Source: an optimization exercise on an open RTL-to-GDS flow (aim: a short achievable clock period and few clock cycles). Production flows keep margins and buffers that such runs may drop. Function was checked by simulation only, so behaviour that the tests miss may differ from the original. The flow treats the clock pin as an ideal source, which a real chip does not have. Power figures rest on the tool's default switching activity, not on a simulated workload.

[flow/design.v]
package rt_pkg;
  typedef logic signed [31:0] fixed_t;   
  typedef struct packed {
    fixed_t z;
    fixed_t y;
    fixed_t x;
  } vec3_t;
  typedef struct packed {
    vec3_t dir;
    vec3_t orig;
  } ray_t;
  typedef struct packed {
    vec3_t v2;
    vec3_t v1;
    vec3_t v0;
  } tri_t;
  localparam int unsigned RAY_HWORDS = 12;
  localparam int unsigned CNT_HWORDS = 2;
  localparam int unsigned TRI_HWORDS = 18;
  localparam logic [1:0] IssHdr  = 2'd0;   
  localparam logic [1:0] IssWait = 2'd1;   
  localparam logic [1:0] IssTri  = 2'd2;   
  localparam logic [1:0] IssEnd  = 2'd3;   
endpackage
module avm_read_issuer #(
  parameter int unsigned MAX_PEND = 4
) (
  input  logic        clk,
  input  logic        reset,
  input  logic        load_i,         
  input  logic [31:0] load_addr_i,
  input  logic        nz_i,           
  input  logic        zero_i,         
  input  logic        cnt_i,          
  input  logic [31:0] cnt_val_i,
  input  logic        take_i,         
  input  logic        rsp_i,          
  input  logic        waitrequest_i,
  output logic        read_o,
  output logic [31:0] address_o
);
  localparam logic [5:0] SPACE = 6'(2 * rt_pkg::TRI_HWORDS);
  logic [1:0]  ph_q, ph_d;
  logic        read_q, read_d;
  logic        nread_q;              
  logic [31:0] addr_q;
  logic        b0_q, wrap;
  logic [3:0]  lo_q, lo_nxt;
  logic [26:0] hi_q, hi_nxt, hp1_q;
  logic [4:0]  hw_q, hw_d;
  logic        left_one;             
  logic        dec_q, dec_d;         
  logic [2:0]  pend_q, pend_d;
  logic [5:0]  space_q, space_d;     
  logic        sdec_q, sdec_d;       
  logic [5:0]  space;                
  logic        nz_q, nz_d;           
  logic        acc;
  logic        hw_last, rec_last, nz;
  logic        can_acc, can_noacc;
  logic        pend_ok_acc, pend_ok_noacc;
  assign acc      = !nread_q && !waitrequest_i;
  assign hw_last  = (ph_q == rt_pkg::IssHdr) ? (hw_q == 5'd13) : (hw_q == 5'd17);
  assign rec_last = left_one;
  assign nz       = nz_q || nz_i;
  assign space    = space_q - 6'(sdec_q);
  always_comb begin
    can_acc   = 1'b0;
    can_noacc = 1'b0;
    unique case (ph_q)
      rt_pkg::IssHdr: begin
        can_acc   = !hw_last || nz;
        can_noacc = 1'b1;
      end
      rt_pkg::IssWait: begin
        can_acc   = 1'b0;
        can_noacc = nz_i;
      end
      rt_pkg::IssTri: begin
        can_acc   = !(hw_last && rec_last) && (space > 6'd1);
        can_noacc = (space != 6'd0);
      end
      default: ;
    endcase
  end
  assign pend_ok_acc   = rsp_i || (pend_q < 3'(MAX_PEND - 1));
  assign pend_ok_noacc = rsp_i || (pend_q < 3'(MAX_PEND));
  always_comb begin
    if (!nread_q) read_d = waitrequest_i || (can_acc && pend_ok_acc);
    else          read_d = can_noacc && pend_ok_noacc;
    ph_d    = ph_q;
    hw_d    = hw_q;
    dec_d   = 1'b0;
    space_d = space + (take_i ? 6'(rt_pkg::TRI_HWORDS) : 6'd0);
    sdec_d  = acc && (ph_q == rt_pkg::IssTri);
    pend_d  = pend_q + 3'(acc) - 3'(rsp_i);
    nz_d    = nz_q || nz_i;
    if (acc) begin
      hw_d = hw_last ? 5'd0 : hw_q + 5'd1;
      if (ph_q == rt_pkg::IssHdr && hw_last) begin
        ph_d    = nz ? rt_pkg::IssTri : rt_pkg::IssWait;
      end
      if (ph_q == rt_pkg::IssTri) begin
        if (hw_last) begin
          dec_d = 1'b1;
          if (rec_last) ph_d = rt_pkg::IssEnd;
        end
      end
    end
    if (ph_q == rt_pkg::IssWait) begin
      if (nz_i)   ph_d = rt_pkg::IssTri;
      if (zero_i) ph_d = rt_pkg::IssEnd;
    end
    if (load_i) begin
      read_d  = (load_addr_i[4:1] != 4'hF);
      ph_d    = rt_pkg::IssHdr;
      hw_d    = '0;
      pend_d  = '0;
      nz_d    = 1'b0;
      space_d = SPACE;
      sdec_d  = 1'b0;
    end
  end
  always_ff @(posedge clk) begin
    if (!reset) begin
      read_q  <= 1'b0;
      nread_q <= 1'b1;
      ph_q    <= rt_pkg::IssEnd;
      hw_q    <= '0;
      dec_q   <= 1'b0;
      pend_q  <= '0;
      space_q <= '0;
      sdec_q  <= 1'b0;
      nz_q    <= 1'b0;
    end else begin
      read_q  <= read_d;
      nread_q <= !read_d;
      ph_q    <= ph_d;
      hw_q    <= hw_d;
      dec_q   <= dec_d;
      pend_q  <= pend_d;
      space_q <= space_d;
      sdec_q  <= sdec_d;
      nz_q    <= nz_d;
    end
  end
  assign wrap     = (lo_q == 4'hF);
  assign lo_nxt   = acc ? lo_q + 4'd1 : lo_q;
  assign hi_nxt   = (acc && wrap) ? hp1_q : hi_q;
  always_ff @(posedge clk) begin
    if (!reset)      addr_q <= '0;
    else if (load_i) addr_q <= load_addr_i;
    else             addr_q <= {hi_nxt, lo_nxt, b0_q};
  end
  always_ff @(posedge clk) begin
    if (load_i) begin
      b0_q <= load_addr_i[0];
      lo_q <= load_addr_i[4:1];
      hi_q <= load_addr_i[31:5];
    end else begin
      lo_q <= lo_nxt;
      hi_q <= hi_nxt;
    end
    hp1_q <= hi_q + 27'd1;
  end
  rec_countdown u_left (
    .clk    (clk),
    .reset  (reset),
    .load_i (cnt_i),
    .val_i  (cnt_val_i),
    .dec_i  (dec_q),
    .one_o  (left_one)
  );
  assign read_o    = read_q;
  assign address_o = addr_q;
endmodule
module rec_countdown (
  input  logic        clk,
  input  logic        reset,
  input  logic        load_i,
  input  logic [31:0] val_i,
  input  logic        dec_i,
  output logic        one_o
);
  logic [15:0] lo_q, hi_q;
  logic        bp_q;                 
  logic        hz_q;                 
  always_ff @(posedge clk) begin
    if (!reset) begin
      bp_q <= 1'b0;
    end else if (load_i) begin
      bp_q <= 1'b0;
    end else if (dec_i) begin
      bp_q <= (lo_q == 16'd0);
    end else begin
      bp_q <= 1'b0;
    end
  end
  always_ff @(posedge clk) begin
    if (load_i) begin
      lo_q <= val_i[15:0];
      hi_q <= val_i[31:16];
      hz_q <= (val_i[31:16] == 16'd0);
    end else if (dec_i) begin
      lo_q <= lo_q - 16'd1;
    end else if (bp_q) begin
      hi_q <= hi_q - 16'd1;
      hz_q <= (hi_q == 16'd1);
    end
  end
  assign one_o = !bp_q && hz_q && (lo_q == 16'd1);
endmodule
module scene_fetch #(
  parameter int unsigned MAX_PEND = 4
) (
  input  logic                 clk,
  input  logic                 reset,
  input  logic                 start,
  input  logic [31:0]          base_addr,
  output logic                 avm_m0_read,
  output logic [31:0]          avm_m0_address,
  output logic [1:0]           avm_m0_byteenable,
  input  logic                 avm_m0_waitrequest,
  input  logic [15:0]          avm_m0_readdata,
  input  logic                 avm_m0_readdatavalid,
  output logic [191:0]         o_ray,
  output logic                 o_ray_valid,
  output logic [287:0]         o_tri,
  output logic [31:0]          o_tri_index,
  output logic                 o_tri_valid,
  input  logic                 i_tri_ready,
  output logic                 o_tri_last,
  output logic [31:0]          o_tri_cnt,
  output logic                 o_busy,
  output logic                 o_done
);
  logic         busy_q, done_q, done_d;
  logic         idle_q, ndone_q, ntv_q;
  logic         load;
  logic         rdv;
  logic [15:0]  rd;
  logic         rx_tri_q, rx_tri_d;
  logic [4:0]   rx_hw_q, rx_hw_d;
  logic [287:0] rec_q, rec_d;
  logic         full_q, full_d;      
  logic         lo_nz_q;             
  logic         h11_q, h12_q, h13_q, t17_q, h11_d, h12_d, h13_d, t17_d;
  logic         ray_ld_q, cnt_ld_q, zero_q, nz_q, tri_ld_q;
  logic [191:0] ray_q;
  logic         ray_valid_q, ray_valid_d;
  logic [31:0]  cnt_q;
  logic [287:0] tri_q;
  logic         tri_valid_q, tri_valid_d;
  logic [31:0]  idx_q, ld_q;         
  logic         ld_one;              
  logic         all_ld_q;            
  logic         last_q;
  logic         take_q;
  logic         ray_ld, lo_rx, cnt_ld, tri_ld, rec_end, handshake, rd_nz, nz_ev, zero_ev;
  assign rdv       = avm_m0_readdatavalid;
  assign rd        = avm_m0_readdata;
  assign load      = start && idle_q;
  assign handshake = !ntv_q && i_tri_ready;
  assign rec_d   = rdv ? {rd, rec_q[287:16]} : rec_q;
  assign ray_ld  = rdv && h11_q;
  assign lo_rx   = rdv && h12_q;
  assign cnt_ld  = rdv && h13_q;
  assign rd_nz   = (rd != 16'd0);
  assign nz_ev   = (lo_rx || cnt_ld) && rd_nz;
  assign zero_ev = cnt_ld && !rd_nz && !lo_nz_q;
  assign rec_end = rdv && t17_q;
  assign tri_ld  = (full_q && ntv_q) || (rdv && t17_q && ntv_q);
  avm_read_issuer #(.MAX_PEND(MAX_PEND)) u_issuer (
    .clk           (clk),
    .reset         (reset),
    .load_i        (load),
    .load_addr_i   (base_addr),
    .nz_i          (nz_q),
    .zero_i        (zero_q),
    .cnt_i         (cnt_ld_q),
    .cnt_val_i     (rec_q[287:256]),
    .take_i        (take_q),
    .rsp_i         (rdv),
    .waitrequest_i (avm_m0_waitrequest),
    .read_o        (avm_m0_read),
    .address_o     (avm_m0_address)
  );
  always_comb begin
    rx_tri_d = rx_tri_q;
    rx_hw_d  = rx_hw_q;
    full_d   = full_q;
    done_d   = zero_q || (handshake && all_ld_q);
    if (rdv) begin
      if (cnt_ld) begin
        rx_tri_d = 1'b1;
        rx_hw_d  = '0;
      end else if (rec_end) begin
        rx_hw_d  = '0;
      end else begin
        rx_hw_d  = rx_hw_q + 5'd1;
      end
    end
    if (rec_end) full_d = 1'b1;
    if (tri_ld)  full_d = 1'b0;
    if (load) begin
      rx_tri_d = 1'b0;
      rx_hw_d  = '0;
      full_d   = 1'b0;
    end
  end
  assign h11_d = !load && (rdv ? (!rx_tri_q && (rx_hw_q == 5'd10)) : h11_q);
  assign h12_d = !load && (rdv ? (!rx_tri_q && (rx_hw_q == 5'd11)) : h12_q);
  assign h13_d = !load && (rdv ? (!rx_tri_q && (rx_hw_q == 5'd12)) : h13_q);
  assign t17_d = !load && (rdv ? ( rx_tri_q && (rx_hw_q == 5'd16)) : t17_q);
  assign ray_valid_d = !load && (ray_ld_q || ray_valid_q);
  assign tri_valid_d = (!ntv_q && !i_tri_ready) || tri_ld;
  always_ff @(posedge clk) begin
    if (!reset) begin
      busy_q      <= 1'b0;
      done_q      <= 1'b0;
      idle_q      <= 1'b1;
      ndone_q     <= 1'b1;
      ntv_q       <= 1'b1;
      rx_tri_q    <= 1'b0;
      rx_hw_q     <= '0;
      h11_q       <= 1'b0;
      h12_q       <= 1'b0;
      h13_q       <= 1'b0;
      t17_q       <= 1'b0;
      full_q      <= 1'b0;
      ray_ld_q    <= 1'b0;
      cnt_ld_q    <= 1'b0;
      zero_q      <= 1'b0;
      nz_q        <= 1'b0;
      tri_ld_q    <= 1'b0;
      ray_valid_q <= 1'b0;
      tri_valid_q <= 1'b0;
      take_q      <= 1'b0;
    end else begin
      busy_q      <= load || (!idle_q && ndone_q);
      done_q      <= done_d;
      idle_q      <= !(load || (!idle_q && ndone_q));
      ndone_q     <= !done_d;
      ntv_q       <= !tri_valid_d;
      rx_tri_q    <= rx_tri_d;
      rx_hw_q     <= rx_hw_d;
      h11_q       <= h11_d;
      h12_q       <= h12_d;
      h13_q       <= h13_d;
      t17_q       <= t17_d;
      full_q      <= full_d;
      ray_ld_q    <= ray_ld;
      cnt_ld_q    <= cnt_ld;
      zero_q      <= zero_ev;
      nz_q        <= nz_ev;
      tri_ld_q    <= tri_ld;
      ray_valid_q <= ray_valid_d;
      tri_valid_q <= tri_valid_d;
      take_q      <= handshake;
    end
  end
  always_ff @(posedge clk) begin
    rec_q <= rec_d;
    if (lo_rx)    lo_nz_q <= rd_nz;
    if (ray_ld_q) ray_q   <= rec_q[287:96];
    if (cnt_ld_q) begin
      cnt_q     <= rec_q[287:256];
      ld_q      <= '0;
    end else if (tri_ld_q) begin
      ld_q      <= ld_q + 32'd1;
    end
    if (tri_ld) begin
      tri_q  <= rec_d;
      idx_q  <= ld_q;
      last_q <= ld_one;
    end
  end
  rec_countdown u_ld_left (
    .clk    (clk),
    .reset  (reset),
    .load_i (cnt_ld_q),
    .val_i  (rec_q[287:256]),
    .dec_i  (tri_ld_q),
    .one_o  (ld_one)
  );
  always_ff @(posedge clk) begin
    if (!reset || load)         all_ld_q <= 1'b0;
    else if (tri_ld && ld_one)  all_ld_q <= 1'b1;
  end
  assign avm_m0_byteenable = 2'b11;
  assign o_ray       = ray_q;
  assign o_ray_valid = ray_valid_q;
  assign o_tri       = tri_q;
  assign o_tri_index = idx_q;
  assign o_tri_valid = tri_valid_q;
  assign o_tri_last  = last_q;
  assign o_tri_cnt   = cnt_q;
  assign o_busy      = busy_q;
  assign o_done      = done_q;
endmodule
[flow/flow/run.sh]
#!/bin/bash
# Standard ORFS layout with four changes: timing repair aims for 5.4 ns of setup slack;
# before detailed placement, the registers that drive output ports are moved next to their
# port buffers (flow/pre_dp.tcl); clock sinks are clustered 25 per leaf buffer within
# 100 um; and the clock tree's root buffer is removed after CTS (flow/pre_cts.tcl) so the
# clock port drives the 4 first-level buffers directly. ORFS writes each step's log under
# orfs/logs; make's output goes to flow_make.log.
set -euo pipefail
bash standard.sh SETUP_SLACK_MARGIN=5.4 CTS_CLUSTER_SIZE=25 CTS_CLUSTER_DIAMETER=100 \
  PRE_DETAIL_PLACE_TCL="$PWD/flow/pre_dp.tcl" PRE_CTS_TCL="$PWD/flow/pre_cts.tcl" \
  finish > flow_make.log 2>&1
[flow/flow/pre_cts.tcl]
proc my_remove_clock_root {} {
  set block [ord::get_db_block]
  set port [$block findBTerm clk]
  set net [$port getNet]
  set loads {}
  foreach it [$net getITerms] { if {[$it isInputSignal]} { lappend loads $it } }
  if {[llength $loads] != 1} { puts "ROOTRM: clk has [llength $loads] loads, left alone"; return }
  set root [[lindex $loads 0] getInst]
  set master [[$root getMaster] getName]
  if {![string match "sky130_fd_sc_hd__clkbuf_*" $master]} { puts "ROOTRM: root is $master, left alone"; return }
  set rname [$root getName]
  set onet [[$root findITerm X] getNet]
  set sinks {}
  foreach it [$onet getITerms] { if {[$it getInst] != $root} { lappend sinks $it } }
  if {[llength $sinks] > 4 || [llength [$onet getBTerms]] > 0} { puts "ROOTRM: root drives [llength $sinks] cells, left alone"; return }
  foreach it $sinks { $it disconnect; $it connect $net }
  [$root findITerm A] disconnect
  [$root findITerm X] disconnect
  odb::dbInst_destroy $root
  odb::dbNet_destroy $onet
  puts "ROOTRM: removed root buffer $rname; clk now drives [llength $sinks] buffers"
}

rename clock_tree_synthesis my_orig_clock_tree_synthesis
proc clock_tree_synthesis {args} {
  my_orig_clock_tree_synthesis {*}$args
  my_remove_clock_root
}
[flow/flow/pre_dp.tcl]
# Sourced by ORFS before detailed placement (PRE_DETAIL_PLACE_TCL). Each register whose
# output feeds only an output port's buffer is moved onto that buffer's spot, so the
# register-to-buffer wire is short; detailed placement then legalizes both. The Avalon
# request registers are left where global placement put them.
proc my_pull_output_regs {} {
  set block [ord::get_db_block]
  set n 0
  foreach bt [$block getBTerms] {
    if {[$bt getIoType] != "OUTPUT"} { continue }
    # The address register takes waitrequest's fanout; the placer keeps it between the two.
    if {[string match "avm_m0_*" [$bt getName]]} { continue }
    set net [$bt getNet]
    if {$net == "NULL"} { continue }
    set drv ""
    foreach it [$net getITerms] { if {[$it isOutputSignal]} { set drv $it } }
    if {$drv == ""} { continue }
    set buf [$drv getInst]
    set ain ""
    foreach it [$buf getITerms] { if {[$it isInputSignal] && [$it getNet] != "NULL" && ![[$it getNet] isSpecial]} { set ain $it } }
    if {$ain == ""} { continue }
    set rnet [$ain getNet]
    set reg ""
    foreach it [$rnet getITerms] { if {[$it isOutputSignal]} { set reg [$it getInst] } }
    if {$reg == "" || ![string match "sky130_fd_sc_hd__*df*" [[$reg getMaster] getName]]} { continue }
    # Only registers whose output feeds nothing but the port buffer.
    set nld 0
    foreach it [$rnet getITerms] { if {[$it isInputSignal]} { incr nld } }
    if {$nld != 1} { continue }
    set bl [$buf getLocation]
    $reg setLocation [lindex $bl 0] [lindex $bl 1]
    incr n
  }
  puts "PULL: moved $n output registers next to their port buffers"
}
my_pull_output_regs
[flow/standard.sh]
#!/bin/bash
# synth_recipe.tcl (not shown) runs the flow's synth.tcl, then flattens the netlist and writes it again
# the make line also repeats each setting of config.mk as NAME=value (left out here)
make -C /OpenROAD-flow-scripts/flow DESIGN_CONFIG=/design/flow/config.mk WORK_HOME=/design/flow/orfs CLKGATE_MAP_FILE= SYNTH_SCRIPT=/design/flow/synth_recipe.tcl "${@:-finish}"
[flow/config.mk]
export PLATFORM = sky130hd
export DESIGN_NAME = scene_fetch
export DESIGN_NICKNAME = scene_fetch
export VERILOG_FILES = /design/flow/design.v
export SDC_FILE = /design/flow/constraint.sdc
export NUM_CORES = 4
export LEC_CHECK = 0
export ABC_CLOCK_PERIOD_IN_PS = 2500
export CAP_MARGIN = 20
export CORE_MARGIN = 2
export CORE_UTILIZATION = 40
export SETUP_SLACK_MARGIN = 5
export SLEW_MARGIN = 20
[flow/constraint.sdc]
create_clock -name core_clock -period 8.0 [get_ports {clk}]
set_input_delay 1.6000 -clock core_clock [delete_from_list [all_inputs] [get_ports {clk}]]
set_output_delay 1.6000 -clock core_clock [all_outputs]
set_load 0.01 [all_outputs]
==> tab_implementation.tex, run 1 <==
\begin{tabular}{lr}
\hline
Metric & Value \\
\hline
\multicolumn{2}{l}{\textbf{Placement}} \\
DP Wirelength & approximately 64000 microns \\
Last weighted congestion value of the routability-driven placer & roughly 0.83 \\
DP Worst Slack & 3.65 ns \\
Number of I/O port buffers & 635 \\
\multicolumn{2}{l}{\textbf{Synthesis}} \\
Most common cell in the synthesized netlist & sky130\_fd\_sc\_hd\_\_edfxtp\_1 \\
Synthesized netlist cell count & approximately 2.2k \\
Sequential fraction of the synthesis area & 0.764 \\
Most common flop cell mapped by yosys & sky130\_fd\_sc\_hd\_\_edfxtp\_1 \\
Cell types with the largest area share after synthesis & sky130\_fd\_sc\_hd\_\_edfxtp\_1 51\%, sky130\_fd\_sc\_hd\_\_dfxtp\_1 25\%, sky130\_fd\_sc\_hd\_\_mux2\_2 9.7\% \\
Syn\_area\_per\_cell & 16.4 sq um \\
Netlist Area Pre-Place & 36100 sq um \\
Async set or reset register ratio after synthesis & 0 \\
Number of flops mapped to enable cells by yosys & 613 \\
Area share of the largest cell type after synthesis & 0.510 \\
Count of warnings emitted by yosys & 3 \\
Number of storage elements in the synthesis netlist & 1071 \\
Post-synthesis cell type count & 60 \\
Library cell with the largest summed area after synthesis & sky130\_fd\_sc\_hd\_\_edfxtp\_1 \\
Top cells by count, synth & 613 x sky130\_fd\_sc\_hd\_\_edfxtp\_1, 458 x sky130\_fd\_sc\_hd\_\_dfxtp\_1, 310 x sky130\_fd\_sc\_hd\_\_mux2\_2 \\
\multicolumn{2}{l}{\textbf{Detailed routing}} \\
Post-route DRC & 0 \\
Wire length per cell after detailed routing & 23.2 microns \\
DR iter-0 viols & 1396 \\
Detailed-routing iteration count for the pre-antenna-repair pass & 5 \\
Via density per instance & 4.96 \\
Remaining antenna violation count & 0 \\
Via count & 20.2k \\
Total routed wirelength & 94500 microns \\
\multicolumn{2}{l}{\textbf{Clock tree}} \\
CTS tree & yes \\
Clock-pin slew on the worst setup and hold paths & 0.10 ns \\
Clock net sink count & 1071 \\
Skew-Pair Late Insertion Delay & 0.45 ns \\
Number of buffers inserted by hold repair at cts & 0 \\
CTS Buf Count & 50 \\
\multicolumn{2}{l}{\textbf{STA}} \\
Time the final worst path needs with I/O delays and setup & 2.62 ns \\
Final slew viol count & 0 \\
Final Hold Viols & 0 \\
Clock Skews & 0.0246 ns \\
Post-Route Setup TNS & 0 ns \\
Crit path setup slack, layout & 5.38 ns \\
Transition time of the tightest slew-check pin & 0.924 ns \\
\# setup viols final & 0 \\
Relative max-transition margin & 0.384 \\
RSZ-0062 raised after global routing & true \\
Fin crit share & 0.327 \\
Hold Worst Slack & 0.443 ns \\
Peak Freq & 382 MHz \\
\multicolumn{2}{l}{\textbf{GRT}} \\
Leftover overflow at the end of global routing & 0 \\
Number of global-route vias before repair & between 15k and 20k \\
Antenna violations before repair & 8 \\
Largest net degree at the start of global routing & 85 \\
Global Route Usage Sum & 0.196 \\
Global-route wire length before repair & 137000 microns \\
\multicolumn{2}{l}{\textbf{Die}} \\
Area inside the core boundary & 89700 sq um \\
Standard-cell row count & 110 \\
Die X & 304 microns \\
Initial cell density of the core & 0.402 \\
Chip height & 304 microns \\
\# IOs & 638 \\
Die ar. & 92600 sq um \\
\multicolumn{2}{l}{\textbf{Worst setup path}} \\
Crit path cell chain & buf\_2 \\
Largest fanout of any net on the critical path & 1 \\
Critical path arrival & 1.02 ns \\
Critical Path End Type & output port \\
Critical path's largest stage delay & 0.42 ns \\
Critical R2R Launch & u\_issuer.u\_left.hi\_q[0] \\
Worst setup path start & ray\_q[116] \\
Critical-path cell with the highest stage delay & sky130\_fd\_sc\_hd\_\_edfxtp\_1 \\
Startpoint-to-endpoint class of the critical path & reg -> out \\
Top delay family on crit path & flip-flops \\
Worst path bufs/invs & 1 \\
Category of the worst setup path launch point & flip-flop \\
Required time at the worst-slack endpoint & 6.40 ns \\
\multicolumn{2}{l}{\textbf{Layout}} \\
Layout filler cell count & 7604 \\
Area of the multi-input gates & 8240 sq um \\
Layout cell share with drive strength beyond 1 & 0.361 \\
Area growth from synthesis to final layout & 20.8\% \\
Utilization after layout & 0.486 \\
Final net count & 2941 \\
Sequential cell area in the final layout & 27600 sq um \\
\multicolumn{2}{l}{\textbf{Min path}} \\
Class of the most critical hold timing path & reg -> reg \\
Hold wc startpoint & lo\_nz\_q \\
\multicolumn{2}{l}{\textbf{Run}} \\
Number of max-cap violations & 0 \\
\multicolumn{2}{l}{\textbf{Pwr}} \\
Power density cells & 258 nW/um\^{}2 \\
IR drop worst, VDD & 0.152 mV \\
Final Total Pwr & 11.2 mW \\
Lkg Pwr & $\sim$17 nW \\
\multicolumn{2}{l}{\textbf{Run status}} \\
Outcome & complete, no violations \\
\hline
\end{tabular}
[registers in the layout (all words and copies together) (netlist names), 3 cells and up]
register              cells
rec_q                   288
idx_q                    32
cnt_q                    32
u_issuer.hp1_q           27
u_ld_left.lo_q           16
u_ld_left.hi_q           16
u_issuer.u_left.lo_q     16
u_issuer.lo_q             4
u_issuer.addr_q          32
u_issuer.hi_q            27
ray_q                   192
u_issuer.hw_q             5
tri_q                   288
rx_hw_q                   5
ld_q                     32
u_issuer.pend_q           3
u_issuer.u_left.hi_q     16
u_issuer.space_q          6
[stage by stage]
stage          cells  area [sq um]
3_5_place_dp    3955         43800
5_1_grt         4078         43600
2_1_floorplan   2205         36200
3_3_place_gp    3955         43800
4_1_cts         4068         43200
6_report        4078         43600
[cell families (layout without fill, tap and decap cells)]
family          after synthesis  after routing  share of synthesized area
buf+inv                     113            808                     0.0123
other cells                   1              3                   0.000104
flops                      1071           1071                      0.764
xor+xnor                    118            118                     0.0286
mux                         348            348                      0.107
fa+ha+maj                    26             26                    0.00922
compound gates              122            122                     0.0190
simple gates                405            406                     0.0594
[power by group]
group,switching (mW),internal (mW),leakage (nW)
logic,0.476,0.557,6.37
registers,0.586,6.73,9.62
clock network,1.67,1.21,0.703
[repair_timing]
action | 4_1_cts | 5_1_grt
setup endpoints to repair | 1521 | 554
gates resized for setup | 2472 | 86
gates cloned | 12 | 4
pin swaps | 9 | 9
setup buffers | 10 | 5
[worst reg2reg max path, cell delays in order (launching register included)]
cell and delay [ns]:
sky130_fd_sc_hd__edfxtp_1 0.48, sky130_fd_sc_hd__inv_1 0.09, sky130_fd_sc_hd__ha_1 0.18, sky130_fd_sc_hd__or3b_2 0.54, sky130_fd_sc_hd__nor4_2 0.38, sky130_fd_sc_hd__nand2b_1 0.12
sky130_fd_sc_hd__xnor2_1 0.14, sky130_fd_sc_hd__mux2_2 0.26
[path summary, 6_finish.rpt]
check,to,slack [ns],depth (start not counted)
setup / recovery,o_ray[116],5.38,1
hold / removal,zero_q,0.44,1
setup reg to reg,u_issuer.u_left.hi_q[10],5.56,7
hold reg to reg,zero_q,0.44,1
[layer usage]
metal / GRT usage / wire length [microns]
met1: 0.242 / 38500
met2: 0.339 / 47100
met3: 0.0456 / 5850
met4: 0.0627 / 3070
met5: 0 / 26
[area by class of cell]
class                   instances  share of cell area
clock buffers                  84              0.0316
multi-input cells            1022               0.189
flip-flops and latches       1071               0.633
inverters                      40             0.00413
well taps                    1176              0.0337
diodes                          1           0.0000574
clock inverters                 7             0.00221
repair buffers                675               0.106
repair inverters                2            0.000517
[cells in the final DEF (no fill, tap or decap), types with 5 or more instances in the layout]
master / netlist / final
sky130_fd_sc_hd__nand3_1: 29 / 29
sky130_fd_sc_hd__buf_6: 0 / 69
sky130_fd_sc_hd__or4_1: 8 / 8
sky130_fd_sc_hd__xnor2_1: 76 / 76
sky130_fd_sc_hd__dlymetal6s2s_1: 0 / 6
sky130_fd_sc_hd__a21oi_1: 41 / 40
sky130_fd_sc_hd__nor2_1: 95 / 93
sky130_fd_sc_hd__buf_12: 0 / 6
sky130_fd_sc_hd__o21ai_1: 0 / 12
sky130_fd_sc_hd__and4_1: 10 / 9
sky130_fd_sc_hd__clkbuf_16: 0 / 52
sky130_fd_sc_hd__ha_1: 25 / 23
sky130_fd_sc_hd__a31oi_1: 5 / 5
sky130_fd_sc_hd__clkdlybuf4s50_1: 0 / 40
sky130_fd_sc_hd__edfxtp_1: 613 / 613
sky130_fd_sc_hd__dlygate4sd2_1: 0 / 5
sky130_fd_sc_hd__and2_1: 33 / 33
sky130_fd_sc_hd__and3_1: 18 / 18
sky130_fd_sc_hd__buf_4: 5 / 15
sky130_fd_sc_hd__buf_16: 0 / 11
sky130_fd_sc_hd__mux2i_1: 38 / 37
sky130_fd_sc_hd__or3_1: 14 / 14
sky130_fd_sc_hd__nand2b_1: 11 / 11
sky130_fd_sc_hd__mux2_2: 310 / 310
sky130_fd_sc_hd__clkbuf_1: 65 / 34
sky130_fd_sc_hd__xor2_1: 42 / 42
sky130_fd_sc_hd__nand2_1: 89 / 87
sky130_fd_sc_hd__dfxtp_1: 458 / 442
sky130_fd_sc_hd__o21ai_0: 58 / 46
sky130_fd_sc_hd__dfxtp_2: 0 / 14
sky130_fd_sc_hd__nand4_1: 24 / 24
sky130_fd_sc_hd__nor4_1: 20 / 14
sky130_fd_sc_hd__inv_1: 39 / 36
sky130_fd_sc_hd__nor4_2: 3 / 7
sky130_fd_sc_hd__buf_2: 1 / 516
sky130_fd_sc_hd__nor3_1: 22 / 22
Testbench counts, summed over its fixed seeds: cycles 89,225.
==> run 2, diff against run 1 <==
==> flow/flow/run.sh (replaced) <==
#!/bin/bash
# Standard ORFS layout with four changes: timing repair aims for 5.5 ns of setup slack;
# before detailed placement, the registers that drive output ports are moved, with their
# port buffers, to the ports' pins (flow/pre_dp.tcl); clock sinks are clustered 25 per leaf buffer within
# 100 um; and the clock tree's root buffer is removed after CTS (flow/pre_cts.tcl) so the
# clock port drives the 4 first-level buffers directly. ORFS writes each step's log under
# orfs/logs; make's output goes to flow_make.log.
set -euo pipefail
bash standard.sh SETUP_SLACK_MARGIN=5.5 CTS_CLUSTER_SIZE=25 CTS_CLUSTER_DIAMETER=100 \
  PRE_DETAIL_PLACE_TCL="$PWD/flow/pre_dp.tcl" PRE_CTS_TCL="$PWD/flow/pre_cts.tcl" \
  finish > flow_make.log 2>&1
--- a/flow/flow/pre_dp.tcl
+++ b/flow/flow/pre_dp.tcl
@@ -1,4 +1,5 @@
 # Sourced by ORFS before detailed placement (PRE_DETAIL_PLACE_TCL). Each register whose
-# output feeds only an output port's buffer is moved onto that buffer's spot, so the
-# register-to-buffer wire is short; detailed placement then legalizes both. The Avalon
+# output feeds only an output port's buffer is moved, with that buffer, to the port's pin,
+# so the register-to-buffer and buffer-to-pin wires are short; detailed placement then
+# legalizes both. The Avalon
 # request registers are left where global placement put them.
@@ -28,4 +29,14 @@
     if {$nld != 1} { continue }
-    set bl [$buf getLocation]
-    $reg setLocation [lindex $bl 0] [lindex $bl 1]
+    # Put the buffer and the register at the port's pin, inside the core.
+    set pin [lindex [$bt getBPins] 0]
+    set bb [$pin getBBox]
+    set core [$block getCoreArea]
+    set px [expr {([$bb xMin] + [$bb xMax]) / 2}]
+    set py [expr {([$bb yMin] + [$bb yMax]) / 2}]
+    set w [[$reg getMaster] getWidth]
+    set h [[$reg getMaster] getHeight]
+    set px [expr {max([$core xMin], min($px, [$core xMax] - 2 * $w))}]
+    set py [expr {max([$core yMin], min($py, [$core yMax] - 2 * $h))}]
+    $buf setLocation $px $py
+    $reg setLocation $px $py
     incr n
@@ -34,2 +45,3 @@
 }
+
 my_pull_output_regs
==> tab_implementation.tex, run 2 <==
\begin{tabular}{lr}
\hline
Metric & Value \\
\hline
\multicolumn{2}{l}{\textbf{Die}} \\
\# IOs & 638 (unchanged) \\
Standard-cell row count & 110 (unchanged) \\
Area inside the core boundary & 89700 sq um (unchanged) \\
Chip height & 304 microns (unchanged) \\
Die X & 304 microns (unchanged) \\
Initial cell density of the core & 0.402 (unchanged) \\
Die ar. & 92600 sq um (unchanged) \\
\multicolumn{2}{l}{\textbf{Worst setup path}} \\
Crit path cell chain & buf\_2 (unchanged) \\
Critical-path cell with the highest stage delay & sky130\_fd\_sc\_hd\_\_edfxtp\_1 (unchanged) \\
Startpoint-to-endpoint class of the critical path & reg -> out (unchanged) \\
Worst Reg-to-Reg Cells & 7 (unchanged) \\
Largest fanout of any net on the critical path & 1 (unchanged) \\
Critical path arrival & 1.10 ns (was 1.02 ns) \\
Capture instance of the worst register-to-register path & u\_issuer.u\_left.hi\_q[12] (was u\_issuer.u\_left.hi\_q[10]) \\
Reg-to-reg slack, setup & 5.63 ns (was 5.56 ns) \\
Category of the worst setup path launch point & flip-flop (unchanged) \\
Required time at the worst-slack endpoint & 6.40 ns (about the same) \\
Top delay family on crit path & flip-flops (unchanged) \\
Worst path bufs/invs & 1 (unchanged) \\
Critical R2R Launch & u\_issuer.u\_left.hi\_q[0] (unchanged) \\
Critical path's largest stage delay & 0.46 ns (was 0.42 ns) \\
Critical Path End Type & output port (unchanged) \\
\multicolumn{2}{l}{\textbf{Min path}} \\
Hold wc startpoint & u\_issuer.hi\_q[0] (was lo\_nz\_q) \\
Worst Hold Path EP & u\_issuer.hp1\_q[0] (was zero\_q) \\
Worst hold stages & 1 (unchanged) \\
Class of the most critical hold timing path & reg -> reg (unchanged) \\
\multicolumn{2}{l}{\textbf{Clock tree}} \\
Clock-pin slew on the worst setup and hold paths & 0.10 ns (about the same) \\
Number of buffers inserted by hold repair at cts & 0 (unchanged) \\
Skew-Pair Late Insertion Delay & 0.47 ns (was 0.45 ns) \\
CTS Buf Count & 51 (was 50) \\
CTS tree & yes (unchanged) \\
Clock net sink count & 1071 (unchanged) \\
\multicolumn{2}{l}{\textbf{Detailed routing}} \\
Post-route DRC & 0 (unchanged) \\
Wire length per cell after detailed routing & 25.5 microns (was 23.2 microns) \\
Remaining antenna violation count & 0 (unchanged) \\
Via density per instance & 5.16 (was 4.96) \\
Detailed-routing iteration count for the pre-antenna-repair pass & 5 (unchanged) \\
Total routed wirelength & 104000 microns (was 94500 microns) \\
DR iter-0 viols & 1689 (was 1396) \\
Via count & 21.1k (was 20.2k) \\
\multicolumn{2}{l}{\textbf{Synthesis}} \\
Cell types with the largest area share after synthesis & sky130\_fd\_sc\_hd\_\_edfxtp\_1 51\%, sky130\_fd\_sc\_hd\_\_dfxtp\_1 25\%, sky130\_fd\_sc\_hd\_\_mux2\_2 9.7\% (unchanged) \\
Count of warnings emitted by yosys & 3 (unchanged) \\
Most common flop cell mapped by yosys & sky130\_fd\_sc\_hd\_\_edfxtp\_1 (unchanged) \\
Synthesized netlist cell count & 2204 (unchanged) \\
Async set or reset register ratio after synthesis & 0 (unchanged) \\
Most common cell in the synthesized netlist & sky130\_fd\_sc\_hd\_\_edfxtp\_1 (unchanged) \\
Number of storage elements in the synthesis netlist & 1071 (unchanged) \\
Sequential fraction of the synthesis area & 0.764 (unchanged) \\
Library cell with the largest summed area after synthesis & sky130\_fd\_sc\_hd\_\_edfxtp\_1 (unchanged) \\
Area share of the largest cell type after synthesis & 0.510 (unchanged) \\
Top cells by count, synth & 613 x sky130\_fd\_sc\_hd\_\_edfxtp\_1, 458 x sky130\_fd\_sc\_hd\_\_dfxtp\_1, 310 x sky130\_fd\_sc\_hd\_\_mux2\_2 (unchanged) \\
Post-synthesis cell type count & 60 (unchanged) \\
Netlist Area Pre-Place & 36100 sq um (unchanged) \\
Number of flops mapped to enable cells by yosys & 613 (unchanged) \\
Syn\_area\_per\_cell & 16.4 sq um (unchanged) \\
\multicolumn{2}{l}{\textbf{Pwr}} \\
Power density cells & 266 nW/um\^{}2 (was 258 nW/um\^{}2) \\
IR drop worst, VDD & 0.144 mV (was 0.152 mV) \\
Lkg Pwr & 16.8 nW (was 16.7 nW) \\
\multicolumn{2}{l}{\textbf{STA}} \\
Clock Skews & 0.0381 ns (was 0.0246 ns) \\
RSZ-0062 raised after global routing & true (unchanged) \\
Transition time of the tightest slew-check pin & 0.961 ns (was 0.924 ns) \\
Fin crit share & 0.337 (was 0.327) \\
Post-Route Setup TNS & 0 ns (unchanged) \\
Relative max-transition margin & 0.359 (was 0.384) \\
Time the final worst path needs with I/O delays and setup & 2.70 ns (was 2.62 ns) \\
Peak Freq & 370 MHz (was 382 MHz) \\
\# setup viols final & 0 (unchanged) \\
Hold Worst Slack & 0.452 ns (was 0.443 ns) \\
Final slew viol count & 0 (unchanged) \\
Final Hold Viols & 0 (unchanged) \\
\multicolumn{2}{l}{\textbf{GRT}} \\
Largest net degree at the start of global routing & 89 (was 85) \\
Global-route wire length before repair & 150000 microns (was 137000 microns) \\
Global Route Usage Sum & 0.217 (was 0.196) \\
Number of global-route vias before repair & 21.2k (was 20.0k) \\
GR met3 Demand/Resource & 0.0372 (was 0.0456) \\
Leftover overflow at the end of global routing & 0 (unchanged) \\
Grt peak-use layer & met2 (unchanged) \\
Met2 capacity usage during global routing & 0.378 (was 0.339) \\
Met1 demand-to-capacity share in global routing & 0.278 (was 0.242) \\
Antenna violations before repair & 6 (was 8) \\
\multicolumn{2}{l}{\textbf{Layout}} \\
Sequential cell area in the final layout & 27600 sq um (about the same) \\
Area growth from synthesis to final layout & 21.7\% (was 20.8\%) \\
Area of the multi-input gates & 8260 sq um (was 8240 sq um) \\
Commonest non-fill, non-tap cell in the layout & sky130\_fd\_sc\_hd\_\_edfxtp\_1 (unchanged) \\
Layout filler cell count & 7407 (was 7604) \\
Top flop regs & rec\_q x288, tri\_q x288, ray\_q x192 (unchanged) \\
Most frequent cells in the layout & 613 x sky130\_fd\_sc\_hd\_\_edfxtp\_1, 515 x sky130\_fd\_sc\_hd\_\_buf\_2, 420 x sky130\_fd\_sc\_hd\_\_dfxtp\_1 (was 613 x sky130\_fd\_sc\_hd\_\_edfxtp\_1, 516 x sky130\_fd\_sc\_hd\_\_buf\_2, 442 x sky130\_fd\_sc\_hd\_\_dfxtp\_1) \\
Layout cell share with drive strength beyond 1 & 0.373 (was 0.361) \\
Final net count & 2952 (was 2941) \\
\multicolumn{2}{l}{\textbf{Placement}} \\
DP Wirelength & 71600 microns (was 64000 microns) \\
Last weighted congestion value of the routability-driven placer & 0.826 (was 0.832) \\
Number of I/O port buffers & 635 (unchanged) \\
\multicolumn{2}{l}{\textbf{Run}} \\
Number of max-cap violations & 0 (unchanged) \\
\multicolumn{2}{l}{\textbf{Run status}} \\
Outcome & complete, no violations (unchanged) \\
\hline
\end{tabular}
run 2: cell count changes in the layout (fill, tap and decap cells not counted), moves of 3 or more:
cell,before,now
sky130_fd_sc_hd__dfxtp_1,442,420
sky130_fd_sc_hd__dfxtp_2,14,35
sky130_fd_sc_hd__buf_4,15,21
sky130_fd_sc_hd__clkdlybuf4s50_1,40,36
sky130_fd_sc_hd__dlygate4sd2_1,5,8
sky130_fd_sc_hd__inv_16,1,4
sky130_fd_sc_hd__inv_8,4,1
sky130_fd_sc_hd__nor4_2,7,4
sky130_fd_sc_hd__nor4_4,2,5
run 2: stage by stage:
| step | instance area [sq um] | util | std cells | total power [mW] | setup slack [ns] |
|---|---|---|---|---|---|
| 4_1_cts | 43500 | 0.485 | 4083 | 11.7 | 5.28 |
| 2_1_floorplan | 36200 | - | 2205 | 7.84 | 1.02 |
| 3_3_place_gp | 43800 | 0.488 | 3956 | 8.26 | 4.02 |
| 3_5_place_dp | 43800 | 0.488 | 3956 | 8.75 | 3.93 |
| 6_report | 43900 | 0.490 | 4091 | 11.7 | 5.30 |
| 5_1_grt | 43900 | 0.489 | 4090 | 12.1 | 5.27 |
run 2: worst max path at each step:
stage | start | endpoint | slack (ns) | cells past startpoint
after global routing | tri_q[33] | o_tri[33] | 5.27 | 1
after detailed placement | avm_m0_readdatavalid | tri_q[100] | 3.93 | 4
after global placement | avm_m0_readdatavalid | tri_q[100] | 4.02 | 4
final | tri_q[128] | o_tri[128] | 5.30 | 1
after floorplan | avm_m0_readdatavalid | idx_q[0] | 1.02 | 3
after CTS | tri_q[33] | o_tri[33] | 5.28 | 1
run 2: cell families (layout without fill, tap and decap cells):
| family | Yosys count | count (layout) | share of synthesized area |
|---|---|---|---|
| mux | 348 | 348 | 0.107 |
| compound gates | 122 | 122 | 0.0190 |
| xor+xnor | 118 | 118 | 0.0286 |
| flops | 1071 | 1071 | 0.764 |
| other cells | 1 | 3 | 0.000104 |
| fa+ha+maj | 26 | 26 | 0.00922 |
| buf+inv | 113 | 822 | 0.0123 |
| simple gates | 405 | 405 | 0.0594 |
run 2: power breakdown:
group / internal [mW] / leakage, nW / switching [mW]
registers: 6.73 / 9.63 / 0.685
logic: 0.590 / 6.41 / 0.669
clock network: 1.29 / 0.757 / 1.72
total: 8.62 / 16.8 / 3.07
run 2: timing repair:
item,CTS,global route
setup endpoints to repair,1611,752
pin swaps,10,13
resized for setup,2471,71
buffers inserted,19,4
endpoints found under the hold margin,0,0
cloned,14,3
run 2: per-layer routing:
metal / up-vias / share of wire
met5: - / 0.00011
met4: 2 / 0.028
met3: 144 / 0.067
met2: 892 / 0.50
met1: 10686 / 0.40
li1: 9392 / -
run 2: final cells by class:
| class | count | area share |
|---|---|---|
| antenna | 1 | 0.0000570 |
| clock buffer | 85 | 0.0324 |
| clock inverter | 9 | 0.00367 |
| inverter | 40 | 0.00387 |
| multi-input combinational | 1021 | 0.188 |
| sequential | 1071 | 0.629 |
| tap | 1176 | 0.0335 |
| timing repair buffer | 686 | 0.109 |
| timing repair inverter | 2 | 0.000399 |

-- port drivers added, routing unchanged --
In the flow no input, the clock included, has a driving cell. The finished layouts below were timed again as built, in two steps.
Step 1 assumes that a clkbuf_16 drives the clock port and a buf_2 every other input.
Step 2 times the ports against the registers' clock, not the clock port: input delays grow and output delays shrink by t, the midpoint of the rising clock arrivals with the driver on.
Slacks: no drivers / after step 1 / after step 2; pairs: no drivers / after step 1.
run	t, ns	setup WS [ns]	latest minus earliest clock arrival (ns)	worst data-port slew with drivers (ns)
run 1	0.561	5.382 / 5.256 / 4.722	0.027 / 0.028	0.26
run 2	0.573	5.301 / 5.180 / 4.841	0.039 / 0.038	0.22
After both steps every run listed still meets setup and hold. For run 1, which loses most, drivers alone change the setup slack by -0.126 ns; drivers and shift together by -0.660 ns.
